From an optimization exercise on the open Yosys and OpenROAD flow, aimed at small area and a short achievable clock period; shortcuts taken in it are not production practice.
Where RTL was checked, it was by simulation tests only, not by an equivalence proof against the original.
No functional check of the RTL was part of runs 2, 5 and 6.
Power is estimated from default activity; no workload was simulated.

===== design/flow/config.mk =====
export PLATFORM = sky130hd
export DESIGN_NAME = muxbus_responder_top
export DESIGN_NICKNAME = muxbus_responder_top
export VERILOG_FILES = /design/flow/design.v
export SDC_FILE = /design/flow/constraint.sdc
export NUM_CORES = 4
export LEC_CHECK = 0
export CAP_MARGIN = 20
export CORE_MARGIN = 2
export CORE_UTILIZATION = 45
export PLACE_DENSITY = 0.6
export SLEW_MARGIN = 20

===== design/flow/constraint.sdc =====
create_clock -name core_clock -period 5.0 [get_ports {clk}]
set_input_delay 1.0000 -clock core_clock [delete_from_list [all_inputs] [get_ports {clk}]]
set_output_delay 1.0000 -clock core_clock [all_outputs]
set_load 0.01 [all_outputs]

===== design/flow/design.v =====
package muxbus_responder_pkg;
  typedef enum logic [1:0] {
    S_IDLE = 2'd0,
    S_LO   = 2'd1,
    S_HI   = 2'd2,
    S_DATA = 2'd3
  } state_t;
  localparam logic [7:0] OE_WRITE = 8'hFF;
  localparam logic [7:0] OE_READ  = 8'h00;
  function automatic logic in_window(input logic [15:0] addr,
                                     input logic [15:0] base,
                                     input int unsigned aw);
    in_window = ((addr >> aw) == (base >> aw));
  endfunction
endpackage
module muxbus_ram #(
  parameter int AW = 8
) (
  input  logic          clk,
  input  logic [AW-1:0] addr,
  input  logic          we,
  input  logic [7:0]    wdata,
  output logic [7:0]    rdata
);
  logic [7:0] mem [2**AW];
  always_ff @(posedge clk) begin
    if (we) mem[addr] <= wdata;
    rdata <= mem[addr];
  end
endmodule
module muxbus_responder #(
  parameter int         MEM_AW    = 8,
  parameter logic [15:0] BASE     = 16'h0000,
  parameter logic [7:0] MISS_DATA = 8'hEA
) (
  input  logic             clk,
  input  logic             rst_n,
  input  logic             phi,
  input  logic [7:0]       addr_mux,
  input  logic [7:0]       bus_in,
  input  logic [7:0]       bus_oe_in,
  output logic [7:0]       data_out,
  output logic             data_oe,
  output logic             phase_err,
  output logic [15:0]      rd_count,
  output logic [15:0]      wr_count
);
  muxbus_responder_pkg::state_t            state_q, state_d;
  logic              phi_q, fall, rise;
  logic              lo_done_q, is_wr_q, hit_q, phase_err_q;
  logic [7:0]        addr_lo_q, addr_hi_q, wdata_q, data_out_q, ram_rdata;
  logic              latch_lo, latch_hi, cycle_done, err_set, ram_we;
  logic [MEM_AW-1:0] ram_idx;
  assign fall = phi_q & ~phi;
  assign rise = ~phi_q & phi;
  assign ram_idx = (state_q == muxbus_responder_pkg::S_HI) ? MEM_AW'({addr_mux, addr_lo_q})
                                     : MEM_AW'({addr_hi_q, addr_lo_q});
  assign ram_we  = cycle_done & is_wr_q & hit_q;
  always_comb begin
    state_d    = state_q;
    latch_lo   = 1'b0;
    latch_hi   = 1'b0;
    cycle_done = 1'b0;
    err_set    = 1'b0;
    case (state_q)
      muxbus_responder_pkg::S_IDLE: if (fall) state_d = muxbus_responder_pkg::S_LO;
      muxbus_responder_pkg::S_LO: begin
        if (rise) begin
          if (!lo_done_q) begin
            err_set = 1'b1;
            state_d = muxbus_responder_pkg::S_IDLE;
          end else begin
            state_d = muxbus_responder_pkg::S_HI;
          end
        end else if (!lo_done_q) begin
          latch_lo = 1'b1;
        end
      end
      muxbus_responder_pkg::S_HI: begin
        if (fall) begin
          err_set = 1'b1;
          state_d = muxbus_responder_pkg::S_LO;
        end else begin
          latch_hi = 1'b1;
          state_d  = muxbus_responder_pkg::S_DATA;
        end
      end
      muxbus_responder_pkg::S_DATA: begin
        if (fall) begin
          cycle_done = 1'b1;
          state_d    = muxbus_responder_pkg::S_LO;
        end
      end
      default: state_d = muxbus_responder_pkg::S_IDLE;
    endcase
  end
  always_ff @(posedge clk or negedge rst_n) begin
    if (!rst_n) begin
      state_q     <= muxbus_responder_pkg::S_IDLE;
      phi_q       <= 1'b0;
      lo_done_q   <= 1'b0;
      is_wr_q     <= 1'b0;
      hit_q       <= 1'b0;
      addr_lo_q   <= '0;
      addr_hi_q   <= '0;
      wdata_q     <= '0;
      data_out_q  <= '0;
      phase_err_q <= 1'b0;
    end else begin
      state_q <= state_d;
      phi_q   <= phi;
      if (latch_lo) begin
        addr_lo_q <= addr_mux;
        is_wr_q   <= (bus_oe_in == muxbus_responder_pkg::OE_WRITE);
        lo_done_q <= 1'b1;
      end else if (state_q != muxbus_responder_pkg::S_LO) begin
        lo_done_q <= 1'b0;
      end
      if (latch_hi) begin
        addr_hi_q <= addr_mux;
        wdata_q   <= bus_in;
        hit_q     <= muxbus_responder_pkg::in_window({addr_mux, addr_lo_q}, BASE, MEM_AW);
      end
      if (state_q == muxbus_responder_pkg::S_DATA) data_out_q <= hit_q ? ram_rdata : MISS_DATA;
      if (err_set) phase_err_q <= 1'b1;
    end
  end
  muxbus_ram #(.AW(MEM_AW)) u_ram (
    .clk   (clk),
    .addr  (ram_idx),
    .we    (ram_we),
    .wdata (wdata_q),
    .rdata (ram_rdata)
  );
  assign data_out  = data_out_q;
  assign data_oe   = (state_q == muxbus_responder_pkg::S_DATA) & ~is_wr_q & phi;
  assign phase_err = phase_err_q;
  logic [15:0] rd_cnt_q, wr_cnt_q;
  always_ff @(posedge clk or negedge rst_n) begin
    if (!rst_n) begin
      rd_cnt_q <= '0;
      wr_cnt_q <= '0;
    end else if (cycle_done) begin
      if (is_wr_q) wr_cnt_q <= wr_cnt_q + 16'd1;
      else         rd_cnt_q <= rd_cnt_q + 16'd1;
    end
  end
  assign rd_count = rd_cnt_q;
  assign wr_count = wr_cnt_q;
endmodule
module muxbus_responder_top (
  input  logic        clk,
  input  logic        rst_n,
  input  logic        phi,
  input  logic [7:0]  addr_mux,
  input  logic [7:0]  bus_in,
  input  logic [7:0]  bus_oe_in,
  output logic [7:0]  data_out,
  output logic        data_oe,
  output logic        phase_err,
  output logic [15:0] rd_count,
  output logic [15:0] wr_count
);
  muxbus_responder #(
    .MEM_AW    (8),
    .BASE      (16'h0000),
    .MISS_DATA (8'hEA)
  ) u_resp (
    .clk       (clk),
    .rst_n     (rst_n),
    .phi       (phi),
    .addr_mux  (addr_mux),
    .bus_in    (bus_in),
    .bus_oe_in (bus_oe_in),
    .data_out  (data_out),
    .data_oe   (data_oe),
    .phase_err (phase_err),
    .rd_count  (rd_count),
    .wr_count  (wr_count)
  );
endmodule

===== design/flow/run.sh =====
#!/bin/bash
# synth_recipe.tcl (not shown) runs the flow's synth.tcl, then flattens the netlist and writes it again
# the make line also repeats each setting of config.mk as NAME=value (left out here)
make -C /OpenROAD-flow-scripts/flow DESIGN_CONFIG=/design/flow/config.mk WORK_HOME=/design/flow/orfs CLKGATE_MAP_FILE= SYNTH_SCRIPT=/design/flow/synth_recipe.tcl finish

==> qor.csv, run 1 <==
stage,metric,value,unit
power_and_ir_drop,Reg power frac,0.437,
critical_path,Worst path depth,8,
synthesis,top_reg_cell synth,edfxtp_1,
route,Routed Antenna Nets,0,
clock_network,Root Driver,clkbuf_16,
power_and_ir_drop,clock power share,0.297,
clock_network,clk slew on worst S/H paths,0.06,ns
clock_network,CTS H-tree lvls,4,
route,initial DRC count,4772,
layout,Layout fillers,13800,
critical_path,"Slowest-stage cell, CP",nor2_1,
clock_network,clock tree buffer depth,3,
route,drt wl/cell,30.2,um
power_and_ir_drop,Leak,28.5,nW
timing,worst slew pin tran,1.11,ns
timing,Tcrit/Tclk final,0.786,
clock_network,clock latency (worst-skew pair),0.85,ns
die,I/O pins,69,
critical_path,worst setup path category,register to register,
clock_network,postcts setup bufs,0,
die,die area,183000,um^2
timing,Clock Skew,0.0494,ns
critical_path,Worst R2R Start,u_resp.state_q[0],
synthesis,share of the synthesized area in the top cell type,0.760,
synthesis,Synth area leaders,"edfxtp_1, mux4_2, a22oi_1, dfrtp_1, nor2_1",
critical_path,crit path DAT,4.41,ns
critical_path,CP startpoint,u_resp.state_q[0],
clock_network,cts hold-fix bufs,0,
die,row count,155,
global_route,All-Layer GR Usage,0.214,
global_route,vias in the first global route,39500,
global_route,first-pass GRT wire length,286,mm
layout,layout cells sized above 1,0.254,
synthesis,synthesis-stage register bit count,2119,
die,die height,428,um
layout,Nets,4012,
clock_network,# resized after CTS,0,
power_and_ir_drop,Tot Pwr,52.9,mW
power_and_ir_drop,Power Density,573,nW/um^2
synthesis,warning count from the yosys run,2,
synthesis,post-synth net total,3784,
layout,multi-input combinational cell area,16700,um^2
timing,"Hold Violations, Final",0,
global_route,initial antenna violation count,4,
critical_path,Setup crit start kind,register,
synthesis,synth unique cells,37,
die,Starting Density,0.453,
critical_path,Top delay family on crit path,simple AND/OR/NAND/NOR gates,
power_and_ir_drop,internal power,36.5,mW
global_route,Global Route met1 Usage,0.309,
global_route,largest net degree at the start of global routing,169,
critical_path,CP peak stage delay,0.61,ns
die,core area,179000,um^2
power_and_ir_drop,sw power,16.4,mW
layout,area grow syn2layout,14.0,%
placement,GPL Wtd Cong,0.848,
status,status,timing/DRC/antenna clean,
global_route,grt ovf,0,
timing,RSZ-0062 raised after global routing,false,
clock_network,clock sinks,2119,
power_and_ir_drop,Max rail drop VDD,0.490,mV
synthesis,Post-synth EDFFs,2048,
synthesis,register area share after synthesis,0.781,
timing,max frequency,254,MHz
global_route,grt peak-use layer,met2,
route,drt first pass iters,5,
route,DRC Markers,0,
clock_network,CTS tree,yes,
job,Max Cap Viol,0,
route,final WL,197,mm
global_route,met3 Usage GRT,0.0431,
critical_path,worst-case reg-to-reg path depth,8,
synthesis,Post-synth top cells,"edfxtp_1, mux4_2, nor2_1, a22oi_1, clkbuf_1",
layout,register area,63300,um^2
power_and_ir_drop,Comb power frac,0.266,
placement,IO buf count,68,
timing,setup TNS,0,ns
global_route,grt met2 use,0.332,
synthesis,Mean Syn Cell Area,21.6,um^2
critical_path,CP bufs+invs,2,
synthesis,Synth area leader,edfxtp_1,
critical_path,CP endpoint kind,register,
timing,slew margin rel.,0.262,
hold_path,Worst Hold Class,input pin to async pin,
placement,post-detail-place hpwl,117,mm
die,Chip Width,428,um
synthesis,cell with the most instances after synthesis,edfxtp_1,
route,Via density,5.99,
timing,Final Slew Violations,0,
critical_path,worst path cell trace,"ha_1, buf_4, and4b_1, nand3_1, nor2_1, nand2_2, buf_4, nor2_1",
synthesis,Syn Std Cell Area,80900,um^2
power_and_ir_drop,sw frac,0.310,
timing,# setup viols final,0,
synthesis,ys async rst share,0.0297,
clock_network,cts bufs inserted,208,
synthesis,Synth Instances,3750,
route,vias,39000,
critical_path,maximum fanout along the worst path,19,
timing,Final min period,3.93,ns
critical_path,"Req. time, crit path",5.48,ns
## registers in the layout (all words and copies together) (netlist names)
| register | cells |
|---|---|
| u_resp.wr_cnt_q | 16 |
| u_resp.u_ram.rdata | 8 |
| u_resp.addr_lo_q | 8 |
| u_resp.wdata_q | 8 |
| u_resp.phase_err_q | 1 |
| u_resp.hit_q | 1 |
| u_resp.data_out_q | 8 |
| u_resp.lo_done_q | 1 |
| u_resp.u_ram.mem | 2048 |
| u_resp.phi_q | 1 |
| u_resp.state_q | 2 |
| u_resp.rd_cnt_q | 16 |
| u_resp.is_wr_q | 1 |
## worst paths after layout
kind,to,slack (ns)
max,u_resp.u_ram.mem[131][6],1.07
min,u_resp.rd_cnt_q[9],0.11
max reg2reg,u_resp.u_ram.mem[131][6],1.07
min reg2reg,u_resp.rd_cnt_q[15],0.48
max in group asynchronous,u_resp.addr_lo_q[1],3.94
min in group core_clock,u_resp.rd_cnt_q[15],0.48
## cell families after synthesis
logic type                 after synthesis  synth area share
xor gates and xnor gates                30           0.00325
muxes                                  530             0.145
adders and majority gates                7           0.00108
and+or+nand+nor                        394            0.0202
buffers and inverters                  239            0.0130
DFF                                   2119             0.781
AOI/OAI and AO/OA                      431            0.0362
## area by class of cell
type                    count  share of cell area
flip-flops and latches   2119               0.686
multi-input cells        1392               0.181
clock buffers             253              0.0598
well taps                2355              0.0319
repair buffers            247              0.0258
clock inverters           136              0.0150
inverters                  10            0.000407
diodes                      4            0.000108
## per-stage QoR
step / worst slack [ns] / hold WS [ns] / cell area, um^2 / util / std cells
final: 1.07 / 0.105 / 92300 / 0.517 / 6516
after global routing: 0.834 / 0.0956 / 92300 / 0.517 / 6513
after CTS: 1.08 / 0.0570 / 92300 / 0.517 / 6512
after detailed placement: 0.407 / 0.473 / 85400 / 0.478 / 6123
after global placement: 0.497 / 0.459 / 85400 / 0.478 / 6123
after floorplan: 1.02 / 0.414 / 80900 / - / 3750
## power groups by stage
stage          Clock [mW]  Combinational, mW  Sequential, mW
6_report             15.7               14.1            23.1
5_1_grt              16.7               14.9            23.1
4_1_cts              16.0               14.2            23.1
3_5_place_dp            0               14.2            23.5
3_3_place_gp            0               14.2            23.5
2_1_floorplan           0               7.95            24.4
## layout by cell type (no fill, tap or decap), types with 37 or more instances in the layout
cell             synthesis  routed
clkdlybuf4s50_1          0      67
clkbuf_1               149      37
clkinv_2                 0      53
mux4_2                 512     512
nand2_1                 54      37
clkinv_1                 0      41
nor2_1                 276     275
dfrtp_1                 63      53
clkbuf_16                0     214
a22oi_1                257     257
edfxtp_1              2048    2048
a21oi_1                129     129
buf_4                   12     151
## routing by layer
layer	wire length, um	part of all wire
met3	15000	0.076
met5	28	0.00014
met1	83100	0.42
met2	93100	0.47
met4	5730	0.029
==> run 2: changes to the inputs <==
--- a/design/flow/design.v
+++ b/design/flow/design.v
@@ -22,10 +22,28 @@
   input  logic [7:0]    wdata,
   output logic [7:0]    rdata
 );
-  logic [7:0] mem [2**AW];
-  always_ff @(posedge clk) begin
-    if (we) mem[addr] <= wdata;
-    rdata <= mem[addr];
+  logic [7:0]  mem [256];
+  logic [15:0] lsel, hsel, wsel;
+  logic [7:0]  grp [16];
+  always_comb begin
+    for (int i = 0; i < 16; i++) begin
+      lsel[i] = (addr[3:0] == 4'(i));
+      hsel[i] = (addr[7:4] == 4'(i));
+    end
+  end
+  assign wsel = lsel & {16{we}};
+  for (genvar r = 0; r < 256; r++) begin : g_row
+    always_ff @(posedge clk) begin
+      if (wsel[r % 16] & hsel[r / 16]) mem[r] <= wdata;
+    end
+  end
+  always_comb begin
+    for (int j = 0; j < 16; j++) begin
+      grp[j] = '0;
+      for (int i = 0; i < 16; i++) grp[j] = grp[j] | (mem[16*j+i] & {8{lsel[i]}});
+    end
+    rdata = '0;
+    for (int j = 0; j < 16; j++) rdata = rdata | (grp[j] & {8{hsel[j]}});
   end
 endmodule
 module muxbus_responder #(
@@ -45,17 +63,15 @@
   output logic [15:0]      rd_count,
   output logic [15:0]      wr_count
 );
-  muxbus_responder_pkg::state_t            state_q, state_d;
+  muxbus_responder_pkg::state_t state_q, state_d;
   logic              phi_q, fall, rise;
-  logic              lo_done_q, is_wr_q, hit_q, phase_err_q;
-  logic [7:0]        addr_lo_q, addr_hi_q, wdata_q, data_out_q, ram_rdata;
-  logic              latch_lo, latch_hi, cycle_done, err_set, ram_we;
-  logic [MEM_AW-1:0] ram_idx;
+  logic              lo_done_q, is_wr_q, hit_q, phase_err_q, rd_data_q;
+  logic              wr_pend_q;
+  logic [MEM_AW-1:0] addr_lo_q;
+  logic [7:0]        wdata_q, data_out_q, ram_rdata;
+  logic              latch_lo, latch_hi, cycle_done, err_set;
   assign fall = phi_q & ~phi;
   assign rise = ~phi_q & phi;
-  assign ram_idx = (state_q == muxbus_responder_pkg::S_HI) ? MEM_AW'({addr_mux, addr_lo_q})
-                                     : MEM_AW'({addr_hi_q, addr_lo_q});
-  assign ram_we  = cycle_done & is_wr_q & hit_q;
   always_comb begin
     state_d    = state_q;
     latch_lo   = 1'b0;
@@ -98,42 +114,38 @@
     if (!rst_n) begin
       state_q     <= muxbus_responder_pkg::S_IDLE;
       phi_q       <= 1'b0;
-      lo_done_q   <= 1'b0;
-      is_wr_q     <= 1'b0;
-      hit_q       <= 1'b0;
-      addr_lo_q   <= '0;
-      addr_hi_q   <= '0;
-      wdata_q     <= '0;
-      data_out_q  <= '0;
+      rd_data_q   <= 1'b0;
       phase_err_q <= 1'b0;
     end else begin
-      state_q <= state_d;
-      phi_q   <= phi;
-      if (latch_lo) begin
-        addr_lo_q <= addr_mux;
-        is_wr_q   <= (bus_oe_in == muxbus_responder_pkg::OE_WRITE);
-        lo_done_q <= 1'b1;
-      end else if (state_q != muxbus_responder_pkg::S_LO) begin
-        lo_done_q <= 1'b0;
-      end
-      if (latch_hi) begin
-        addr_hi_q <= addr_mux;
-        wdata_q   <= bus_in;
-        hit_q     <= muxbus_responder_pkg::in_window({addr_mux, addr_lo_q}, BASE, MEM_AW);
-      end
-      if (state_q == muxbus_responder_pkg::S_DATA) data_out_q <= hit_q ? ram_rdata : MISS_DATA;
+      state_q   <= state_d;
+      phi_q     <= phi;
+      rd_data_q <= (state_d == muxbus_responder_pkg::S_DATA) & ~is_wr_q;
       if (err_set) phase_err_q <= 1'b1;
     end
   end
+  always_ff @(posedge clk) begin
+    if (state_q != muxbus_responder_pkg::S_LO) lo_done_q <= 1'b0;
+    else if (latch_lo)                         lo_done_q <= 1'b1;
+    if (latch_lo) begin
+      addr_lo_q <= MEM_AW'(addr_mux);
+      is_wr_q   <= (bus_oe_in == muxbus_responder_pkg::OE_WRITE);
+    end
+    if (latch_hi) begin
+      wdata_q <= bus_in;
+      hit_q   <= muxbus_responder_pkg::in_window({addr_mux, 8'h00}, BASE, MEM_AW);
+    end
+    wr_pend_q  <= cycle_done & is_wr_q & hit_q;
+    data_out_q <= hit_q ? ram_rdata : MISS_DATA;
+  end
   muxbus_ram #(.AW(MEM_AW)) u_ram (
     .clk   (clk),
-    .addr  (ram_idx),
-    .we    (ram_we),
+    .addr  (addr_lo_q),
+    .we    (wr_pend_q),
     .wdata (wdata_q),
     .rdata (ram_rdata)
   );
   assign data_out  = data_out_q;
-  assign data_oe   = (state_q == muxbus_responder_pkg::S_DATA) & ~is_wr_q & phi;
+  assign data_oe   = rd_data_q & phi;
   assign phase_err = phase_err_q;
   logic [15:0] rd_cnt_q, wr_cnt_q;
   always_ff @(posedge clk or negedge rst_n) begin
==> qor.csv, run 2 <==
stage,metric,value,unit
status,status,timing/DRC/antenna clean,
clock_network,clock tree buffer depth,3,
synthesis,multiplexer share of the synthesized area,0.0134,
placement,placed cell count,6914,
layout,Biggest register,u_resp.u_ram.mem,
timing,max frequency,208,MHz
power_and_ir_drop,Power Density,454,nW/um^2
global_route,initial antenna violation count,22,
layout,Regs by FF count,"u_resp.u_ram.mem x2048, u_resp.rd_cnt_q x16, u_resp.wr_cnt_q x16",
timing,Final min period,4.80,ns
route,initial DRC count,10000,
critical_path,"Slowest-stage cell, CP",edfxtp_1,
clock_network,clock latency (worst-skew pair),0.90,ns
layout,Nets,4834,
layout,area grow syn2layout,15.1,%
synthesis,Synth Instances,4509,
timing,Final Slew Violations,0,
die,I/O pins,69,
clock_network,postcts setup bufs,0,
placement,Post-Place Cell Area,84400,um^2
synthesis,warning count from the yosys run,4,
global_route,All-Layer GR Usage,0.323,
synthesis,Synth area leader,edfxtp_1,
power_and_ir_drop,Tot Pwr,41.3,mW
power_and_ir_drop,Leak,28.3,nW
route,DRC Markers,0,
clock_network,Root Driver,clkbuf_16,
critical_path,Top delay family on crit path,compound AO/OA/AOI/OAI gates,
global_route,grt ovf,0,
critical_path,worst path cell trace,"buf_4, and4b_4, buf_4, a22o_1, a221oi_1, o2111ai_1, o21ai_0, o2111ai_1, or4_1",
job,Max Cap Viol,0,
critical_path,CP bufs+invs,2,
route,drt first pass iters,9,
timing,# setup viols final,0,
hold_path,Worst Hold Class,input pin to async pin,
clock_network,# resized after CTS,0,
critical_path,Setup crit start kind,register,
synthesis,Post-synth EDFFs,2066,
global_route,vias in the first global route,47000,
layout,final core utilization,0.523,
critical_path,CP endpoint kind,register,
route,final WL,294,mm
clock_network,CTS H-tree lvls,4,
synthesis,synth unique cells,76,
layout,post-route cell area,91100,um^2
timing,Clock Skew,0.0658,ns
route,Via density,6.94,
critical_path,crit path DAT,5.52,ns
global_route,largest net degree at the start of global routing,172,
layout,max reg flops,2048,
synthesis,cell with the most instances after synthesis,edfxtp_1,
synthesis,synthesis-stage register bit count,2113,
synthesis,post-synthesis xor/xnor area fraction,0.00332,
global_route,first-pass GRT wire length,397,mm
timing,slew margin rel.,0.0811,
synthesis,Synth Area in Adders,0.000949,
die,die area,179000,um^2
synthesis,Post-synth top cells,"edfxtp_1, a22oi_1, nor2_1, clkbuf_1, a22o_1",
power_and_ir_drop,Max rail drop VDD,0.416,mV
route,vias,50700,
placement,GPL Wtd Cong,0.996,
die,Starting Density,0.454,
synthesis,ys async rst share,0.0175,
synthesis,share of the synthesized area in the top cell type,0.784,
route,Routed Antenna Nets,0,
layout,layout cells sized above 1,0.150,
critical_path,maximum fanout along the worst path,27,
synthesis,Synth Area in Compound Gates,0.124,
timing,Setup WS post-layout,0.197,ns
synthesis,Synth area leaders,"edfxtp_1, a22oi_1, a22o_1, nor2_1, a221oi_1",
clock_network,clock sinks,2113,
placement,dpl ws,0.581,ns
synthesis,Mean Syn Cell Area,17.5,um^2
synthesis,post-synthesis simple-gate area fraction,0.0410,
timing,setup TNS,0,ns
synthesis,register area share after synthesis,0.798,
die,core area,174000,um^2
clock_network,clk slew on worst S/H paths,0.06,ns
critical_path,worst setup path category,register to register,
clock_network,CTS tree,yes,
timing,hold_ws,0.234,ns
placement,post-detail-place hpwl,184,mm
die,die height,423,um
synthesis,combinational family with the most area after synthesis,compound AO/OA/AOI/OAI gates,
layout,"commonest cells after routing, fill and taps aside","edfxtp_1, a22oi_1, nor2_1",
synthesis,Syn Std Cell Area,79100,um^2
timing,RSZ-0062 raised after global routing,false,
placement,IO buf count,68,
route,drt wl/cell,40.2,um
timing,Tcrit/Tclk final,0.961,
layout,Non-Filler Instances,7311,
die,row count,153,
critical_path,CP peak stage delay,0.98,ns
timing,"Hold Violations, Final",0,
synthesis,top_reg_cell synth,edfxtp_1,
die,Chip Width,423,um
synthesis,post-synth net total,4542,
timing,worst slew pin tran,1.36,ns
layout,"commonest non-fill, non-tap cell in the layout",edfxtp_1,
clock_network,cts hold-fix bufs,0,
critical_path,"Req. time, crit path",5.71,ns
clock_network,cts bufs inserted,210,
run 2: cell count changes in the layout (fill, tap and decap cells not counted), sizes merged, moves of 90 or more:
cell,before,now
a222oi,0,92
buf,180,325
mux4,512,2
a221oi,0,108
a21oi,129,39
a22o,0,163
o21ai,7,102
a22oi,257,526
run 2: logic make-up (layout without fill, tap and decap cells):
family / Yosys count / count (layout)
mux: 94 / 94
flops: 2113 / 2113
compound gates: 1262 / 1262
buf+inv: 324 / 785
simple gates: 680 / 680
other cells: 0 / 16
fa+ha+maj: 6 / 6
xor+xnor: 30 / 30
run 2: layer usage:
metal  global-route usage  vias up  wire length (um)
met2                0.462     4365            126000
li1                     -    19400                 -
met4                0.180       16             19200
met3                0.111      875             43300
met1                0.430    26100            105000
met5              0.00269        -               109
run 2: worst paths after layout:
path                                     start                    to  slack, ns  depth (start not counted)
min reg2reg                u_resp.rd_cnt_q[15]   u_resp.rd_cnt_q[15]       0.47                          1
min in group core_clock    u_resp.rd_cnt_q[15]   u_resp.rd_cnt_q[15]       0.47                          1
max                        u_resp.addr_lo_q[3]  u_resp.data_out_q[3]       0.20                          9
min                                      rst_n   u_resp.wr_cnt_q[10]       0.23                          1
max in group asynchronous                rst_n          u_resp.phi_q       4.25                          1
max reg2reg                u_resp.addr_lo_q[3]  u_resp.data_out_q[3]       0.20                          9
run 2: area by class of cell:
type                    instances  area [um^2]
inverters                      12         45.0
diodes                         16         40.0
fillers                     14000        83100
clock buffers                 265         5490
clock inverters               116         1130
well taps                    2325         2910
flip-flops and latches       2113        63200
repair buffers                392         3520
multi-input cells            2072        14800
run 2: power breakdown:
group	leakage [nW]	internal (mW)	total [mW]	switching, mW
logic	5.98	1.49	5.90	4.40
registers	19.1	19.9	20.0	0.152
clock network	3.20	8.51	15.4	6.90
total	28.3	29.9	41.3	11.5
==> run 3: changes to the inputs <==
--- a/design/flow/design.v
+++ b/design/flow/design.v
@@ -22,29 +22,52 @@
   input  logic [7:0]    wdata,
   output logic [7:0]    rdata
 );
-  logic [7:0]  mem [256];
-  logic [15:0] lsel, hsel, wsel;
-  logic [7:0]  grp [16];
+  logic [7:0]   mem [256];
+  logic [31:0]  lsel_n_q;
+  logic [7:0]   hsel_n_q, hwe_n;
+  logic [255:0] row_we;
+  logic [1:0]   half_q [8];
+  always_ff @(posedge clk) begin
+    for (int i = 0; i < 32; i++) lsel_n_q[i] <= (addr[4:0] != 5'(i));
+    for (int j = 0; j < 8; j++)  hsel_n_q[j] <= (addr[7:5] != 3'(j));
+  end
+  assign hwe_n = ~({8{we}} & ~hsel_n_q);
+  for (genvar r = 0; r < 256; r++) begin : g_row
+    muxbus_nor2 u_we (.a(lsel_n_q[r % 32]), .b(hwe_n[r / 32]), .y(row_we[r]));
+    always_ff @(posedge clk) begin
+      if (row_we[r]) mem[r] <= wdata;
+    end
+  end
+  for (genvar b = 0; b < 8; b++) begin : g_bit
+    logic [7:0] grp_n;
+    for (genvar j = 0; j < 8; j++) begin : g_grp
+      logic [31:0] col;
+      for (genvar i = 0; i < 32; i++) begin : g_col
+        assign col[i] = mem[32*j+i][b];
+      end
+      muxbus_rdgrp u_grp (.m(col), .sel_n(lsel_n_q), .gsel_n(hsel_n_q[j]), .y_n(grp_n[j]));
+    end
+    always_ff @(posedge clk) begin
+      half_q[b][0] <= ~|grp_n[3:0];
+      half_q[b][1] <= ~|grp_n[7:4];
+    end
+    assign rdata[b] = half_q[b][0] & half_q[b][1];
+  end
+endmodule
+module muxbus_rdgrp (input logic [31:0] m, input logic [31:0] sel_n,
+                     input logic gsel_n, output logic y_n);
+  logic [15:0] pair_n;
+  logic [3:0]  quad;
   always_comb begin
-    for (int i = 0; i < 16; i++) begin
-      lsel[i] = (addr[3:0] == 4'(i));
-      hsel[i] = (addr[7:4] == 4'(i));
-    end
-  end
-  assign wsel = lsel & {16{we}};
-  for (genvar r = 0; r < 256; r++) begin : g_row
-    always_ff @(posedge clk) begin
-      if (wsel[r % 16] & hsel[r / 16]) mem[r] <= wdata;
-    end
-  end
-  always_comb begin
-    for (int j = 0; j < 16; j++) begin
-      grp[j] = '0;
-      for (int i = 0; i < 16; i++) grp[j] = grp[j] | (mem[16*j+i] & {8{lsel[i]}});
-    end
-    rdata = '0;
-    for (int j = 0; j < 16; j++) rdata = rdata | (grp[j] & {8{hsel[j]}});
-  end
+    for (int k = 0; k < 16; k++)
+      pair_n[k] = ~((m[2*k] | sel_n[2*k]) & (m[2*k+1] | sel_n[2*k+1]));
+    for (int q = 0; q < 4; q++)
+      quad[q] = ~(pair_n[4*q] | pair_n[4*q+1] | pair_n[4*q+2] | pair_n[4*q+3]);
+    y_n = ~((&quad) | gsel_n);
+  end
+endmodule
+module muxbus_nor2 (input logic a, b, output logic y);
+  assign y = ~(a | b);
 endmodule
 module muxbus_responder #(
   parameter int         MEM_AW    = 8,
--- a/design/flow/config.mk
+++ b/design/flow/config.mk
@@ -7,6 +7,10 @@
 export LEC_CHECK = 0
 export CAP_MARGIN = 20
 export CORE_MARGIN = 2
-export CORE_UTILIZATION = 45
-export PLACE_DENSITY = 0.6
+export CORE_UTILIZATION = 60
+export CTS_BUF_LIST = sky130_fd_sc_hd__clkbuf_4 sky130_fd_sc_hd__clkbuf_8
+export CTS_CLUSTER_SIZE = 20
+export PLACE_DENSITY = 0.7
+export SETUP_SLACK_MARGIN = 2.4
 export SLEW_MARGIN = 20
+export SYNTH_HIERARCHICAL = 1
==> qor.csv, run 3 <==
stage,metric,value,unit
status,status,timing/DRC/antenna clean,
timing,setup TNS,0,ns
die,Starting Density,0.606,
layout,layout cells sized above 1,0.170,
die,die height,358,um
job,Max Cap Viol,0,
timing,hold_ws,0.113,ns
timing,Clock Skew,0.0565,ns
clock_network,Root Driver,clkbuf_8,
route,drt first pass iters,7,
die,core area,124000,um^2
route,vias,44500,
timing,Setup WS post-layout,2.34,ns
critical_path,"Req. time, crit path",5.88,ns
clock_network,cts bufs inserted,338,
critical_path,CP endpoint kind,register,
timing,"Hold Violations, Final",0,
layout,Nets,4591,
critical_path,maximum fanout along the worst path,11,
clock_network,clk slew on worst S/H paths,0.07,ns
global_route,vias in the first global route,43200,
power_and_ir_drop,clock power share,0.383,
critical_path,crit path DAT,3.54,ns
timing,RSZ-0062 raised after global routing,true,
die,I/O pins,69,
clock_network,clock sinks,2169,
synthesis,synth unique cells,42,
synthesis,Post-synth top cells,"edfxtp_1, o22ai_1, nor4_1, nor2_1, dfxtp_1",
timing,Final min period,2.66,ns
synthesis,share of the synthesized area in the top cell type,0.825,
power_and_ir_drop,Reg power frac,0.544,
die,Chip Width,358,um
power_and_ir_drop,Leak,27.3,nW
clock_network,CTS tree,yes,
synthesis,register area share after synthesis,0.855,
layout,post-route cell area,86800,um^2
synthesis,warning count from the yosys run,11,
clock_network,cts hold-fix bufs,0,
critical_path,worst setup path category,register to register,
layout,Biggest register,u_resp.u_ram.mem,
route,Via density,6.91,
synthesis,Post-synth EDFFs,2066,
power_and_ir_drop,Comb power frac,0.073,
layout,max reg flops,2048,
synthesis,post-synth net total,4022,
layout,Regs by FF count,"u_resp.u_ram.mem x2048, u_resp.u_ram.lsel_n_q x32",
route,Routed Antenna Nets,0,
critical_path,Setup crit start kind,register,
global_route,All-Layer GR Usage,0.323,
layout,"commonest non-fill, non-tap cell in the layout",edfxtp_1,
placement,GPL Wtd Cong,0.856,
clock_network,clock latency (worst-skew pair),1.02,ns
power_and_ir_drop,internal power,29.0,mW
synthesis,Synth area leaders,"edfxtp_1, o22ai_1, nor4_1, dfxtp_1, nor2_1",
power_and_ir_drop,sw frac,0.235,
synthesis,synthesis-stage register bit count,2169,
die,row count,129,
route,uppermost layer routed,met5,
clock_network,CTS H-tree lvls,5,
synthesis,Synth area leader,edfxtp_1,
route,final WL,209,mm
synthesis,cell with the most instances after synthesis,edfxtp_1,
route,Routed met2 length,96.2,mm
global_route,first-pass GRT wire length,294,mm
synthesis,Syn Std Cell Area,75200,um^2
route,drt wl/cell,32.4,um
timing,slew margin rel.,0.267,
global_route,largest net degree at the start of global routing,187,
placement,IO buf count,68,
synthesis,top_reg_cell synth,edfxtp_1,
synthesis,Synth Instances,3989,
global_route,initial antenna violation count,12,
power_and_ir_drop,Power Density,437,nW/um^2
placement,post-detail-place hpwl,107,mm
route,initial DRC count,7344,
placement,Post-Place Cell Area,78800,um^2
clock_network,clock tree buffer depth,4,
route,DRC Markers,0,
synthesis,ys async rst share,0.0171,
global_route,grt ovf,0,
timing,Final Slew Violations,0,
hold_path,Worst Hold Class,input pin to async pin,
timing,worst slew pin tran,1.10,ns
die,die area,128000,um^2
route,Met1 Wirelength,76.1,mm
layout,area grow syn2layout,15.4,%
placement,dpl ws,1.74,ns
route,DR WL met3,29.0,mm
timing,max frequency,377,MHz
layout,"commonest cells after routing, fill and taps aside","edfxtp_1, o22ai_1, clkbuf_8",
synthesis,Mean Syn Cell Area,18.9,um^2
power_and_ir_drop,Max rail drop VDD,0.346,mV
power_and_ir_drop,sw power,8.92,mW
timing,# setup viols final,0,
timing,Tcrit/Tclk final,0.531,
==> run 3: final cells by class <==
| type | count | area, um^2 |
|---|---|---|
| clock buffers | 471 | 5880 |
| diodes | 9 | 22.5 |
| repair buffers | 234 | 2570 |
| well taps | 1637 | 2050 |
| multi-input cells | 1810 | 11200 |
| clock inverters | 108 | 669 |
| fillers | 7482 | 37300 |
| flip-flops and latches | 2169 | 64400 |
| inverters | 5 | 18.8 |
==> run 3: kinds of logic (layout without fill, tap and decap cells) <==
family	after synthesis	count (layout)	share of synthesized area
other	0	9	0
and+or+nand+nor	678	678	0.0469
AOI/OAI and AO/OA	1094	1094	0.0931
adders and majority gates	6	6	0.000998
buffers and inverters	10	818	0.000632
muxes	2	2	0.000283
xor gates and xnor gates	30	30	0.00359
DFF	2169	2169	0.855
==> run 3: per-module statistics from Yosys (local to each module, per instance), a selection <==
module	cells inside	flip-flops and latches	copies in the design	area (um^2)
muxbus_rdgrp	21	0	64	134
muxbus_nor2	1	0	256	3.75
==> run 3: power groups by stage <==
stage,clock network [mW],registers [mW],logic (mW)
finish,14.5,20.6,2.78
global placement,0,21.1,2.28
floorplan,0,21.2,0.874
detailed placement,0,21.1,2.32
global route,15.4,20.6,2.89
CTS,14.6,20.6,2.62
==> run 3: worst max-delay path: stages, from the launching register on <==
cell and delay, ns:
dfxtp_4 0.65, buf_12 0.26, o22ai_1 0.11, nor4_1 0.77, a41oi_1 0.45, nor4_1 0.29
==> run 3: per-stage QoR <==
step / power, mW / instances / util
5_1_grt: 39.0 / 6436 / 0.699
4_1_cts: 37.9 / 6413 / 0.695
3_3_place_gp: 23.4 / 5773 / 0.635
2_1_floorplan: 22.1 / 3989 / -
6_report: 38.0 / 6443 / 0.699
3_5_place_dp: 23.4 / 5773 / 0.635
==> run 3: layer usage <==
metal  track usage  vias to the layer above
met5             0                        -
met2         0.486                     3188
met4         0.130                       10
li1              -                    18500
met3        0.0954                      446
met1         0.449                    22400
==> run 3: what timing repair did <==
item / CTS / global route
setup endpoints to repair: 58 / 36
gates resized for setup: 210 / 43
setup buffers: 61 / 20
==> run 3: final timing paths <==
kind / from / to / slack (ns) / depth (start not counted)
worst max-delay path: u_resp.u_ram.lsel_n_q[26] / u_resp.u_ram.half_q[0][0] / 2.34 / 5
worst min-delay path: rst_n / u_resp.phase_err_q / 0.11 / 1
worst max register to register: u_resp.u_ram.lsel_n_q[26] / u_resp.u_ram.half_q[0][0] / 2.34 / 5
worst min register to register: u_resp.rd_cnt_q[15] / u_resp.rd_cnt_q[15] / 0.47 / 1
max in group asynchronous: rst_n / u_resp.rd_cnt_q[4] / 4.28 / 1
min in group core_clock: phi / u_resp.phi_q / 0.37 / 1
==> run 4: changes to the inputs <==
==> design/flow/config.mk (replaced) <==
export PLATFORM = sky130hd
export DESIGN_NAME = muxbus_responder_top
export DESIGN_NICKNAME = muxbus_responder_top
export VERILOG_FILES = /design/flow/design.v
export SDC_FILE = /design/flow/constraint.sdc
export NUM_CORES = 4
export LEC_CHECK = 0
export CAP_MARGIN = 20
export CORE_MARGIN = 2
export CORE_UTILIZATION = 45
export PLACE_DENSITY = 0.6
export SETUP_SLACK_MARGIN = 2.4
export SLEW_MARGIN = 20
export SYNTH_HIERARCHICAL = 1
==> qor.csv, run 4 <==
stage,metric,value,unit
status,status,timing/DRC/antenna clean,
clock_network,cts hold-fix bufs,0,
critical_path,maximum fanout along the worst path,27,
timing,"Hold Violations, Final",0,
hold_path,Worst Hold Class,input pin to async pin,
route,Via density,6.34,
synthesis,Post-synth top cells,"edfxtp_1, o22ai_1, nor4_1, nor2_1, dfxtp_1",
synthesis,Syn Std Cell Area,75200,um^2
route,drt wl/cell,32.2,um
critical_path,Setup crit start kind,register,
layout,area grow syn2layout,15.9,%
layout,layout cells sized above 1,0.113,
timing,# setup viols final,0,
timing,Clock Skew,0.0267,ns
critical_path,worst setup path category,register to register,
placement,GPL Wtd Cong,0.823,
route,final WL,218,mm
synthesis,register area share after synthesis,0.855,
clock_network,clock latency (worst-skew pair),0.84,ns
power_and_ir_drop,Comb power frac,0.072,
synthesis,post-synth net total,4022,
die,I/O pins,69,
timing,Final Slew Violations,0,
layout,"commonest cells after routing, fill and taps aside","edfxtp_1, o22ai_1, nor2_1",
route,DRC Markers,0,
die,Starting Density,0.451,
global_route,largest net degree at the start of global routing,197,
power_and_ir_drop,Leak,26.9,nW
power_and_ir_drop,sw frac,0.233,
synthesis,top_reg_cell synth,edfxtp_1,
global_route,All-Layer GR Usage,0.249,
clock_network,CTS H-tree lvls,4,
clock_network,cts bufs inserted,205,
clock_network,clock tree buffer depth,3,
power_and_ir_drop,Tot Pwr,38.3,mW
timing,worst slew pin tran,1.16,ns
layout,"commonest non-fill, non-tap cell in the layout",edfxtp_1,
route,Routed Antenna Nets,0,
critical_path,"Req. time, crit path",5.72,ns
die,Chip Width,413,um
timing,Final min period,2.65,ns
timing,max frequency,377,MHz
clock_network,clk slew on worst S/H paths,0.06,ns
power_and_ir_drop,clock power share,0.388,
timing,Tcrit/Tclk final,0.531,
synthesis,Synth area leaders,"edfxtp_1, o22ai_1, nor4_1, dfxtp_1, nor2_1",
layout,Nets,4421,
global_route,vias in the first global route,40900,
synthesis,synth unique cells,42,
critical_path,CP endpoint kind,register,
power_and_ir_drop,Reg power frac,0.540,
synthesis,cell with the most instances after synthesis,edfxtp_1,
layout,final core utilization,0.523,
route,vias,42900,
critical_path,CP bufs+invs,1,
power_and_ir_drop,sw power,8.93,mW
timing,RSZ-0062 raised after global routing,true,
synthesis,Post-synth EDFFs,2066,
clock_network,Root Driver,clkbuf_16,
critical_path,worst path cell trace,"buf_6, o22ai_1, nor4_1, a41oi_1, nor4_1",
die,core area,167000,um^2
route,drt first pass iters,5,
synthesis,synthesis-stage register bit count,2169,
global_route,grt ovf,0,
synthesis,Synth area leader,edfxtp_1,
synthesis,ys async rst share,0.0171,
power_and_ir_drop,Power Density,439,nW/um^2
global_route,initial antenna violation count,16,
synthesis,Mean Syn Cell Area,18.9,um^2
critical_path,Top delay family on crit path,simple AND/OR/NAND/NOR gates,
synthesis,share of the synthesized area in the top cell type,0.825,
critical_path,crit path DAT,3.37,ns
job,Max Cap Viol,0,
die,die height,413,um
clock_network,clock sinks,2169,
critical_path,"Slowest-stage cell, CP",dfxtp_4,
power_and_ir_drop,Max rail drop VDD,0.374,mV
critical_path,CP peak stage delay,0.68,ns
layout,Regs by FF count,"u_resp.u_ram.mem x2048, u_resp.u_ram.lsel_n_q x32",
critical_path,Crit path top cell by count,nor4_1,
clock_network,CTS tree,yes,
layout,max reg flops,2048,
timing,slew margin rel.,0.225,
synthesis,Synth Instances,3989,
placement,post-detail-place hpwl,111,mm
critical_path,"reg-to-reg slack, setup",2.35,ns
synthesis,warning count from the yosys run,11,
global_route,first-pass GRT wire length,301,mm
layout,Biggest register,u_resp.u_ram.mem,
timing,setup TNS,0,ns
route,initial DRC count,6263,
die,die area,170000,um^2
placement,IO buf count,68,
die,row count,150,
power_and_ir_drop,internal power,29.4,mW
==> run 4: cell types whose count changed in the layout (fill, tap and decap cells not counted), sizes merged, moves of 3 or more <==
cell | before | now
clkbuf | 475 | 277
buf | 200 | 131
dlygate4sd2 | 1 | 32
clkinv | 96 | 80
inv | 5 | 15
diode | 9 | 3
clkdlybuf4s15 | 5 | 8
==> run 4: Yosys stat by module (local to each module, per instance), a selection <==
module / cell area, um^2 / cells
muxbus_nor2: 3.75 / 1
muxbus_rdgrp: 134 / 21
==> run 4: power by group through the flow <==
stage / sequential (mW) / combinational [mW] / clock [mW]
global placement: 21.2 / 2.26 / 0
detailed placement: 21.2 / 2.29 / 0
finish: 20.7 / 2.76 / 14.8
floorplan: 21.2 / 0.874 / 0
global route: 20.7 / 2.89 / 15.7
CTS: 20.7 / 2.66 / 15.0
==> run 4: timing repair <==
action / 4_1_cts / 5_1_grt
endpoints found under the setup margin: 58 / 29
buffers inserted: 51 / 13
gates cloned: 0 / 0
endpoints found under the hold margin: 0 / 0
gates resized for setup: 107 / 25
==> run 4: path summary, 6_finish.rpt <==
kind	start	endpoint	depth (start not counted)
worst max register to register	u_resp.u_ram.lsel_n_q[14]	u_resp.u_ram.half_q[3][1]	5
worst max-delay path	u_resp.u_ram.lsel_n_q[14]	u_resp.u_ram.half_q[3][1]	5
worst min-delay path	rst_n	u_resp.rd_cnt_q[9]	1
min in group core_clock	phi	u_resp.phi_q	1
worst min register to register	u_resp.rd_cnt_q[15]	u_resp.rd_cnt_q[15]	1
max in group asynchronous	rst_n	u_resp.rd_cnt_q[2]	1
==> run 4: layer usage <==
| metal | vias to the layer above | GRT usage | share of wire |
|---|---|---|---|
| li1 | 18100 | - | - |
| met1 | 22100 | 0.346 | 0.39 |
| met2 | 2329 | 0.396 | 0.48 |
| met3 | 358 | 0.0449 | 0.099 |
| met4 | 4 | 0.0895 | 0.036 |
| met5 | - | 0 | 0.00011 |
==> run 4: layout make-up <==
class / count / area, um^2
fillers: 13100 / 79500
well taps: 2204 / 2760
inverters: 5 / 18.8
clock buffers: 275 / 5580
multi-input cells: 1810 / 11200
repair buffers: 197 / 2440
diodes: 3 / 7.51
clock inverters: 102 / 810
flip-flops and latches: 2169 / 64400
==> run 4: logic make-up after synthesis <==
logic type	count (synthesis)	synth area share
adders and majority gates	6	0.000998
DFF	2169	0.855
AOI/OAI and AO/OA	1094	0.0931
and+or+nand+nor	678	0.0469
buffers and inverters	10	0.000632
muxes	2	0.000283
xor gates and xnor gates	30	0.00359
==> run 4: stage by stage <==
stage               std cells  hold slack, ns  cell area, um^2  setup slack, ns
floorplan                3989           0.483            75200            0.954
global placement         6321           0.468            79400             1.70
detailed placement       6321           0.462            79400             1.70
CTS                      6749           0.268            86900             2.31
global route             6763           0.321            87200             2.31
finish                   6765           0.281            87200             2.35
==> run 5: changes to the inputs <==
--- a/design/flow/design.v
+++ b/design/flow/design.v
@@ -24,19 +24,25 @@
 );
   logic [7:0]   mem [256];
   logic [31:0]  lsel_n_q;
-  logic [7:0]   hsel_n_q, hwe_n;
-  logic [255:0] row_we;
+  logic [31:0]  lsel;
+  logic [7:0]   hsel_n_q, hwe_n, hwe;
+  logic [255:0] row_we, row_keep;
   logic [1:0]   half_q [8];
   always_ff @(posedge clk) begin
     for (int i = 0; i < 32; i++) lsel_n_q[i] <= (addr[4:0] != 5'(i));
     for (int j = 0; j < 8; j++)  hsel_n_q[j] <= (addr[7:5] != 3'(j));
   end
   assign hwe_n = ~({8{we}} & ~hsel_n_q);
+  assign hwe   = {8{we}} & ~hsel_n_q;
+  assign lsel  = ~lsel_n_q;
   for (genvar r = 0; r < 256; r++) begin : g_row
-    muxbus_nor2 u_we (.a(lsel_n_q[r % 32]), .b(hwe_n[r / 32]), .y(row_we[r]));
-    always_ff @(posedge clk) begin
-      if (row_we[r]) mem[r] <= wdata;
-    end
+    logic [7:0] d;
+    muxbus_nor2  u_we   (.a(lsel_n_q[r % 32]), .b(hwe_n[r / 32]), .y(row_we[r]));
+    muxbus_nand2 u_keep (.a(lsel[r % 32]),     .b(hwe[r / 32]),   .y(row_keep[r]));
+    for (genvar b = 0; b < 8; b++) begin : g_cell
+      muxbus_a22o u_d (.a1(mem[r][b]), .a2(row_keep[r]), .b1(wdata[b]), .b2(row_we[r]), .x(d[b]));
+    end
+    always_ff @(posedge clk) mem[r] <= d;
   end
   for (genvar b = 0; b < 8; b++) begin : g_bit
     logic [7:0] grp_n;
@@ -68,6 +74,12 @@
 endmodule
 module muxbus_nor2 (input logic a, b, output logic y);
   assign y = ~(a | b);
+endmodule
+module muxbus_nand2 (input logic a, b, output logic y);
+  assign y = ~(a & b);
+endmodule
+module muxbus_a22o (input logic a1, a2, b1, b2, output logic x);
+  assign x = (a1 & a2) | (b1 & b2);
 endmodule
 module muxbus_responder #(
   parameter int         MEM_AW    = 8,
--- a/design/flow/config.mk
+++ b/design/flow/config.mk
@@ -7,8 +7,10 @@
 export LEC_CHECK = 0
 export CAP_MARGIN = 20
 export CORE_MARGIN = 2
-export CORE_UTILIZATION = 45
-export PLACE_DENSITY = 0.6
+export CORE_UTILIZATION = 55
+export CTS_CLUSTER_DIAMETER = 100
+export CTS_CLUSTER_SIZE = 30
+export PLACE_DENSITY = 0.65
 export SETUP_SLACK_MARGIN = 2.4
 export SLEW_MARGIN = 20
 export SYNTH_HIERARCHICAL = 1
==> qor.csv, run 5 <==
stage,metric,value,unit
timing,Final Slew Violations,0,
placement,IO buf count,68,
route,vias,64600,
synthesis,Syn Std Cell Area,73800,um^2
layout,Biggest register,u_resp.u_ram.mem,
layout,Regs by FF count,"u_resp.u_ram.mem x2048, u_resp.u_ram.lsel_n_q x32",
synthesis,Post-synth top cells,"dfxtp_1, a22o_1, o22ai_1, nand2_1, nor4_1",
timing,slew margin rel.,0.129,
synthesis,share of the synthesized area in the top cell type,0.573,
die,Chip Width,370,um
timing,max frequency,368,MHz
timing,RSZ-0062 raised after global routing,false,
layout,register area,43900,um^2
clock_network,cts bufs inserted,82,
power_and_ir_drop,sw frac,0.292,
die,die height,370,um
critical_path,maximum fanout along the worst path,18,
clock_network,cts hold-fix bufs,0,
critical_path,CP peak stage delay,0.96,ns
power_and_ir_drop,Power Density,377,nW/um^2
synthesis,register area share after synthesis,0.593,
critical_path,Setup crit start kind,register,
clock_network,CTS H-tree lvls,3,
timing,# setup viols final,0,
critical_path,"reg-to-reg slack, setup",2.29,ns
route,drt first pass iters,8,
clock_network,Root Driver,clkbuf_16,
clock_network,clk slew on worst S/H paths,0.11,ns
critical_path,"Slowest-stage cell, CP",inv_1,
clock_network,CTS tree,yes,
synthesis,ys async rst share,0.0171,
timing,worst slew pin tran,1.30,ns
layout,layout cells sized above 1,0.0728,
die,Starting Density,0.554,
global_route,vias in the first global route,59000,
synthesis,Mean Syn Cell Area,11.7,um^2
route,drt wl/cell,35.9,um
layout,"commonest non-fill, non-tap cell in the layout",dfxtp_1,
route,Via density,7.57,
global_route,grt ovf,0,
synthesis,Synth Instances,6336,
power_and_ir_drop,Comb power frac,0.154,
synthesis,Synth area leaders,"dfxtp_1, a22o_1, o22ai_1, nor4_1, nand2_1",
power_and_ir_drop,Max rail drop VDD,0.337,mV
layout,max reg flops,2048,
synthesis,synthesis-stage register bit count,2169,
timing,Clock Skew,0.0312,ns
synthesis,synth unique cells,44,
synthesis,warning count from the yosys run,13,
status,status,timing/DRC/antenna clean,
global_route,All-Layer GR Usage,0.424,
route,DRC Markers,0,
power_and_ir_drop,internal power,22.2,mW
route,final WL,306,mm
critical_path,worst path cell trace,"buf_12, inv_1, nand2_1, a22o_1",
global_route,largest net degree at the start of global routing,172,
power_and_ir_drop,sw power,9.14,mW
critical_path,crit path DAT,3.35,ns
critical_path,worst setup path category,register to register,
die,I/O pins,69,
hold_path,Worst Hold Class,input pin to async pin,
route,Routed Antenna Nets,0,
global_route,initial antenna violation count,29,
layout,multi-input combinational cell area,30400,um^2
global_route,first-pass GRT wire length,427,mm
layout,Layout fillers,10800,
placement,GPL Wtd Cong,0.913,
die,die area,137000,um^2
synthesis,post-synth net total,6369,
timing,"Hold Violations, Final",0,
die,row count,134,
route,initial DRC count,10500,
die,core area,133000,um^2
layout,"commonest cells after routing, fill and taps aside","dfxtp_1, a22o_1, o22ai_1",
critical_path,CP endpoint kind,register,
timing,Tcrit/Tclk final,0.543,
timing,hold_ws,0.365,ns
timing,Final min period,2.71,ns
synthesis,Synth area leader,dfxtp_1,
power_and_ir_drop,Reg power frac,0.570,
synthesis,cell with the most instances after synthesis,dfxtp_1,
layout,Nets,6779,
job,Max Cap Viol,0,
clock_network,clock latency (worst-skew pair),0.75,ns
power_and_ir_drop,clock power share,0.277,
synthesis,Post-synth EDFFs,18,
power_and_ir_drop,Leak,32.6,nW
synthesis,top_reg_cell synth,dfxtp_1,
timing,setup TNS,0,ns
clock_network,clock tree buffer depth,3,
layout,area grow syn2layout,12.5,%
clock_network,clock sinks,2169,
critical_path,"Req. time, crit path",5.64,ns
placement,post-detail-place hpwl,165,mm
## run 5: critical path: cells and delay by family (launching register included)
| family | cells | cell delay [ns] |
|---|---|---|
| AO/OA/AOI/OAI | 1 | 0.32 |
| buffers and inverters | 2 | 1.23 |
| flip-flops | 1 | 0.52 |
| AND/OR/NAND/NOR | 1 | 0.50 |
## run 5: Yosys stat by module (local to each module, per instance), excerpt
module	area (um^2)	cells inside	flops+latches
muxbus_nand2	3.75	1	0
muxbus_a22o	8.76	1	0
muxbus_rdgrp	134	21	0
muxbus_nor2	3.75	1	0
## run 5: cell type report
class,count,area share
tap,1768,0.0266
clock buffer,99,0.0273
antenna,4,0.000121
clock inverter,1,0.000362
inverter,45,0.00215
timing repair buffer,331,0.0487
sequential,2169,0.529
multi-input combinational,4117,0.366
## run 5: path summary, 6_finish.rpt
check	cells after the start	end	from
max	4	u_resp.u_ram.mem[246][7]	u_resp.u_ram.lsel_n_q[22]
min	1	u_resp.rd_cnt_q[7]	rst_n
max reg2reg	4	u_resp.u_ram.mem[246][7]	u_resp.u_ram.lsel_n_q[22]
min reg2reg	1	u_resp.wr_cnt_q[15]	u_resp.wr_cnt_q[15]
max in group asynchronous	1	u_resp.rd_cnt_q[0]	rst_n
min in group core_clock	1	u_resp.phi_q	phi
## run 5: cell families (layout without fill, tap and decap cells)
group,count (synthesis),after routing,synth area share
flops,2169,2169,0.593
fa+ha+maj,6,6,0.00102
compound gates,3142,3142,0.338
other cells,0,4,0
simple gates,937,937,0.0615
buf+inv,50,476,0.00273
mux,2,2,0.000288
xor+xnor,30,30,0.00356
## run 5: metal layers
metal / global-route usage / vias up / wire length (um)
met4: 0.268 / 34 / 21300
met5: 0 / - / 249
li1: - / 27100 / -
met2: 0.581 / 4731 / 124000
met1: 0.577 / 31900 / 119000
met3: 0.131 / 809 / 41800
## run 5: through the flow
step,cell area [um^2],worst slack [ns],cells,power (mW),util
after floorplan,73800,0.323,6336,19.9,-
after global placement,77800,1.52,8282,22.1,0.584
after CTS,82500,2.25,8507,30.9,0.619
after detailed placement,77800,1.55,8283,22.1,0.584
after global routing,83000,2.40,8530,31.9,0.623
final,83000,2.29,8534,31.3,0.623
## run 5: what timing repair did
item	4_1_cts	5_1_grt
pin swaps	0	3
setup buffers	124	23
endpoints found under the setup margin	947	206
resized for setup	111	33
## run 5: power groups by stage
stage / registers, mW / logic (mW) / clock network [mW]
after floorplan: 18.5 / 1.45 / 0
after global placement: 18.5 / 3.60 / 0
after detailed placement: 18.5 / 3.61 / 0
after CTS: 17.8 / 4.41 / 8.64
after global routing: 17.8 / 4.79 / 9.26
final: 17.8 / 4.82 / 8.66
==> run 6: changes to the inputs <==
--- a/design/flow/design.v
+++ b/design/flow/design.v
@@ -27,7 +27,7 @@
   logic [31:0]  lsel;
   logic [7:0]   hsel_n_q, hwe_n, hwe;
   logic [255:0] row_we, row_keep;
-  logic [1:0]   half_q [8];
+  logic [7:0]   grp_n_q [8];
   always_ff @(posedge clk) begin
     for (int i = 0; i < 32; i++) lsel_n_q[i] <= (addr[4:0] != 5'(i));
     for (int j = 0; j < 8; j++)  hsel_n_q[j] <= (addr[7:5] != 3'(j));
@@ -53,11 +53,8 @@
       end
       muxbus_rdgrp u_grp (.m(col), .sel_n(lsel_n_q), .gsel_n(hsel_n_q[j]), .y_n(grp_n[j]));
     end
-    always_ff @(posedge clk) begin
-      half_q[b][0] <= ~|grp_n[3:0];
-      half_q[b][1] <= ~|grp_n[7:4];
-    end
-    assign rdata[b] = half_q[b][0] & half_q[b][1];
+    always_ff @(posedge clk) grp_n_q[b] <= grp_n;
+    assign rdata[b] = ~|grp_n_q[b];
   end
 endmodule
 module muxbus_rdgrp (input logic [31:0] m, input logic [31:0] sel_n,
==> design/flow/flow/run.sh (new file) <==
#!/bin/bash
set -euo pipefail
bash standard.sh synth > synth.log 2>&1
bash standard.sh finish MATCH_CELL_FOOTPRINT=0 "BUFFER_PORTS_ARGS=-buffer_cell sky130_fd_sc_hd__buf_2" > layout.log 2>&1
for f in orfs/logs/*/muxbus_responder_top/base/*.log; do cp "$f" "orfs_$(basename "$f")"; done
==> design/flow/standard.sh (new file) <==
#!/bin/bash
# synth_recipe.tcl (not shown) runs the flow's synth.tcl, then flattens the netlist and writes it again
# the make line also repeats each setting of config.mk as NAME=value (left out here)
make -C /OpenROAD-flow-scripts/flow DESIGN_CONFIG=/design/flow/config.mk WORK_HOME=/design/flow/orfs CLKGATE_MAP_FILE= SYNTH_SCRIPT=/design/flow/synth_recipe.tcl "${@:-finish}"
--- a/design/flow/config.mk
+++ b/design/flow/config.mk
@@ -8,8 +8,8 @@
 export CAP_MARGIN = 20
 export CORE_MARGIN = 2
 export CORE_UTILIZATION = 55
-export CTS_CLUSTER_DIAMETER = 100
-export CTS_CLUSTER_SIZE = 30
+export CTS_CLUSTER_DIAMETER = 60
+export CTS_CLUSTER_SIZE = 20
 export PLACE_DENSITY = 0.65
 export SETUP_SLACK_MARGIN = 2.4
 export SLEW_MARGIN = 20
removed: design/flow/run.sh
==> qor.csv, run 6 <==
stage,metric,value,unit
clock_network,clk slew on worst S/H paths,0.08,ns
timing,slew margin rel.,0.129,
synthesis,Post-synth top cells,"dfxtp_1, a22o_1, o22ai_1, nand2_1, nor2_1",
die,Starting Density,0.553,
layout,area grow syn2layout,12.0,%
layout,layout cells sized above 1,0.0700,
global_route,largest net degree at the start of global routing,159,
status,status,timing/DRC/antenna clean,
timing,"Hold Violations, Final",0,
clock_network,clock tree buffer depth,3,
timing,worst slew pin tran,1.30,ns
route,vias,63000,
layout,register area,44900,um^2
die,row count,135,
layout,Biggest register,u_resp.u_ram.mem,
route,DRC Markers,0,
synthesis,Post-synth EDFFs,18,
clock_network,CTS tree,yes,
synthesis,Syn Std Cell Area,74800,um^2
critical_path,maximum fanout along the worst path,27,
clock_network,clock sinks,2217,
route,initial DRC count,8815,
layout,multi-input combinational cell area,30000,um^2
synthesis,post-synth net total,6417,
layout,post-route cell area,83700,um^2
die,die area,139000,um^2
synthesis,Synth area leader,dfxtp_1,
timing,RSZ-0062 raised after global routing,false,
synthesis,synth unique cells,42,
global_route,grt ovf,0,
timing,setup TNS,0,ns
synthesis,Synth Instances,6384,
placement,dpl ws,2.01,ns
synthesis,Synth area leaders,"dfxtp_1, a22o_1, o22ai_1, nor4_1, nand2_1",
clock_network,CTS H-tree lvls,4,
layout,Layout fillers,11000,
die,die height,373,um
timing,max frequency,369,MHz
power_and_ir_drop,Max rail drop VDD,0.357,mV
synthesis,ys async rst share,0.0167,
die,I/O pins,69,
route,Via density,7.33,
synthesis,cell with the most instances after synthesis,dfxtp_1,
layout,Nets,6747,
timing,Setup WS post-layout,2.29,ns
global_route,initial antenna violation count,13,
timing,Clock Skew,0.0349,ns
route,final WL,279,mm
job,Max Cap Viol,0,
die,core area,135000,um^2
placement,IO buf count,68,
timing,# setup viols final,0,
critical_path,Setup crit start kind,register,
clock_network,cts bufs inserted,142,
global_route,All-Layer GR Usage,0.372,
timing,Tcrit/Tclk final,0.541,
critical_path,worst setup path category,register to register,
placement,post-detail-place hpwl,165,mm
route,drt wl/cell,32.4,um
global_route,vias in the first global route,58300,
synthesis,synthesis-stage register bit count,2217,
hold_path,Worst Hold Class,input pin to async pin,
power_and_ir_drop,Tot Pwr,35.0,mW
synthesis,share of the synthesized area in the top cell type,0.579,
layout,"commonest non-fill, non-tap cell in the layout",dfxtp_1,
route,Routed Antenna Nets,0,
die,Chip Width,373,um
layout,Regs by FF count,"u_resp.u_ram.mem x2048, u_resp.u_ram.grp_n_q x64, u_resp.u_ram.lsel_n_q x32",
placement,Post-Place Cell Area,78400,um^2
layout,max reg flops,2048,
power_and_ir_drop,Power Density,418,nW/um^2
global_route,first-pass GRT wire length,392,mm
synthesis,warning count from the yosys run,13,
placement,GPL Wtd Cong,0.907,
timing,Final Slew Violations,0,
power_and_ir_drop,Leak,33.0,nW
critical_path,crit path DAT,3.28,ns
timing,Final min period,2.71,ns
clock_network,Root Driver,clkbuf_16,
layout,"commonest cells after routing, fill and taps aside","dfxtp_1, a22o_1, o22ai_1",
route,drt first pass iters,8,
clock_network,clock latency (worst-skew pair),0.82,ns
synthesis,register area share after synthesis,0.599,
critical_path,"Req. time, crit path",5.57,ns
synthesis,Mean Syn Cell Area,11.7,um^2
synthesis,top_reg_cell synth,dfxtp_1,
critical_path,CP endpoint kind,register,
## run 6: changes by cell type in the layout (fill, tap and decap cells not counted), sizes merged, moves of 13 or more
| cell | change |
|---|---|
| buf | -74 |
| clkbuf | +89 |
| clkdlybuf4s50 | -24 |
| clkinv | +20 |
| dfxtp | +48 |
| dlygate4sd2 | -42 |
| inv | +13 |
| nor4 | -16 |
| or4 | +16 |
## run 6: through the flow
stage           util  hold WS (ns)  std cells
3_5_place_dp   0.580         0.462       8324
6_report       0.619         0.273       8600
2_1_floorplan      -         0.456       6384
5_1_grt        0.619         0.329       8592
4_1_cts        0.617         0.266       8579
3_3_place_gp   0.579         0.455       8319
## run 6: timing repair
action,4_1_cts,5_1_grt
pin swaps,0,0
endpoints found under the setup margin,1534,330
hold buffers,0,0
buffers inserted,15,11
gates resized for setup,22,14
## run 6: path summary, 6_finish.rpt
path,startpoint,to,slack (ns),depth (start not counted)
setup reg to reg,u_resp.u_ram.lsel_n_q[1],u_resp.u_ram.grp_n_q[5][2],2.29,4
hold / removal,rst_n,u_resp.rd_cnt_q[13],0.27,1
hold reg to reg,u_resp.wr_cnt_q[15],u_resp.wr_cnt_q[15],0.48,1
max in group asynchronous,rst_n,u_resp.rd_cnt_q[7],4.22,1
min in group core_clock,bus_in[3],u_resp.wdata_q[3],0.35,1
setup / recovery,u_resp.u_ram.lsel_n_q[1],u_resp.u_ram.grp_n_q[5][2],2.29,4
## run 6: worst max-delay path: stages, from the launching register on
cell	delay (ns)
dfxtp_4	0.75
buf_4	0.43
o22ai_1	0.19
nor4_1	0.69
a41oi_1	0.39
## run 6: cell families after synthesis
group                      count (synthesis)  synth area share
AOI/OAI and AO/OA                       3142             0.334
xor gates and xnor gates                  30           0.00351
adders and majority gates                  6           0.00100
buffers and inverters                     50           0.00266
DFF                                     2217             0.599
muxes                                      2          0.000284
and+or+nand+nor                          937            0.0605
## run 6: power by group
part / internal, mW / switching, mW / total (mW)
combinational: 1.14 / 2.86 / 4.00
clock: 6.27 / 6.25 / 12.5
sequential: 17.9 / 0.567 / 18.5
## run 6: per-layer routing
layer | wire length [um] | share of wire | vias up | GRT usage
met3 | 29400 | 0.11 | 611 | 0.0835
met1 | 113000 | 0.41 | 31400 | 0.509
met5 | 141 | 0.00051 | - | 0.00454
met2 | 121000 | 0.43 | 3767 | 0.558
li1 | - | - | 27200 | -
met4 | 15400 | 0.055 | 10 | 0.177
## run 6: layout make-up
class                           count  share of cell area
Sequential cell                  2217               0.536
Tap cell                         1781              0.0266
Timing Repair Buffer              191              0.0215
Antenna cell                        9            0.000269
Inverter                           45             0.00227
Clock inverter                     52             0.00695
Clock buffer                      188              0.0486
Multi-Input combinational cell   4117               0.358
## run 6: modules after synthesis, one instance, submodules excluded, a selection
module | cell area [um^2] | times used
muxbus_rdgrp | 134 | 64
muxbus_nand2 | 3.75 | 256
muxbus_nor2 | 3.75 | 256
muxbus_a22o | 8.76 | 2048

==> afterwards: timing with drivers on the ports <==
In the flow no input, the clock included, has a driving cell. The finished layouts below were timed again as built, in two steps.
Step 1 sets driving cells, clkbuf_16 on the clock port and buf_2 on the other inputs (assumed; they add their load-dependent delay and slew).
Step 2, shift: input delay + t, output delay - t, t = (earliest + latest rising clock arrival at the registers) / 2. This alone moves slack from input paths to output paths.
Three values: no drivers, after step 1, after step 2; two values: the first two.
run | shift t [ns] | setup WS [ns] | hold slack, ns | clock arrival spread, ns | worst data-port slew with drivers (ns)
run 1 | 0.910 | 1.070 / 1.070 / 0.349 | 0.105 / 0.051 / 0.480 | 0.059 / 0.059 | 0.06
run 2 | 0.956 | 0.197 / 0.197 / 0.197 | 0.234 / 0.170 / 0.469 | 0.069 / 0.069 | 0.07
run 3 | 1.073 | 2.345 / 2.314 / 2.345 | 0.113 / 0.062 / 0.468 | 0.065 / 0.064 | 0.06
run 4 | 0.917 | 2.347 / 2.266 / 2.347 | 0.281 / 0.213 / 0.476 | 0.032 / 0.033 | 0.08
run 5 | 0.811 | 2.286 / 2.286 / 2.286 | 0.365 / 0.303 / 0.467 | 0.045 / 0.045 | 0.05
run 6 | 0.891 | 2.293 / 2.293 / 2.293 | 0.273 / 0.205 / 0.477 | 0.037 / 0.037 | 0.11
After both steps every run listed still meets setup and hold. For run 1, which loses most, drivers alone change the setup slack by 0.000 ns; drivers and shift together by -0.721 ns.
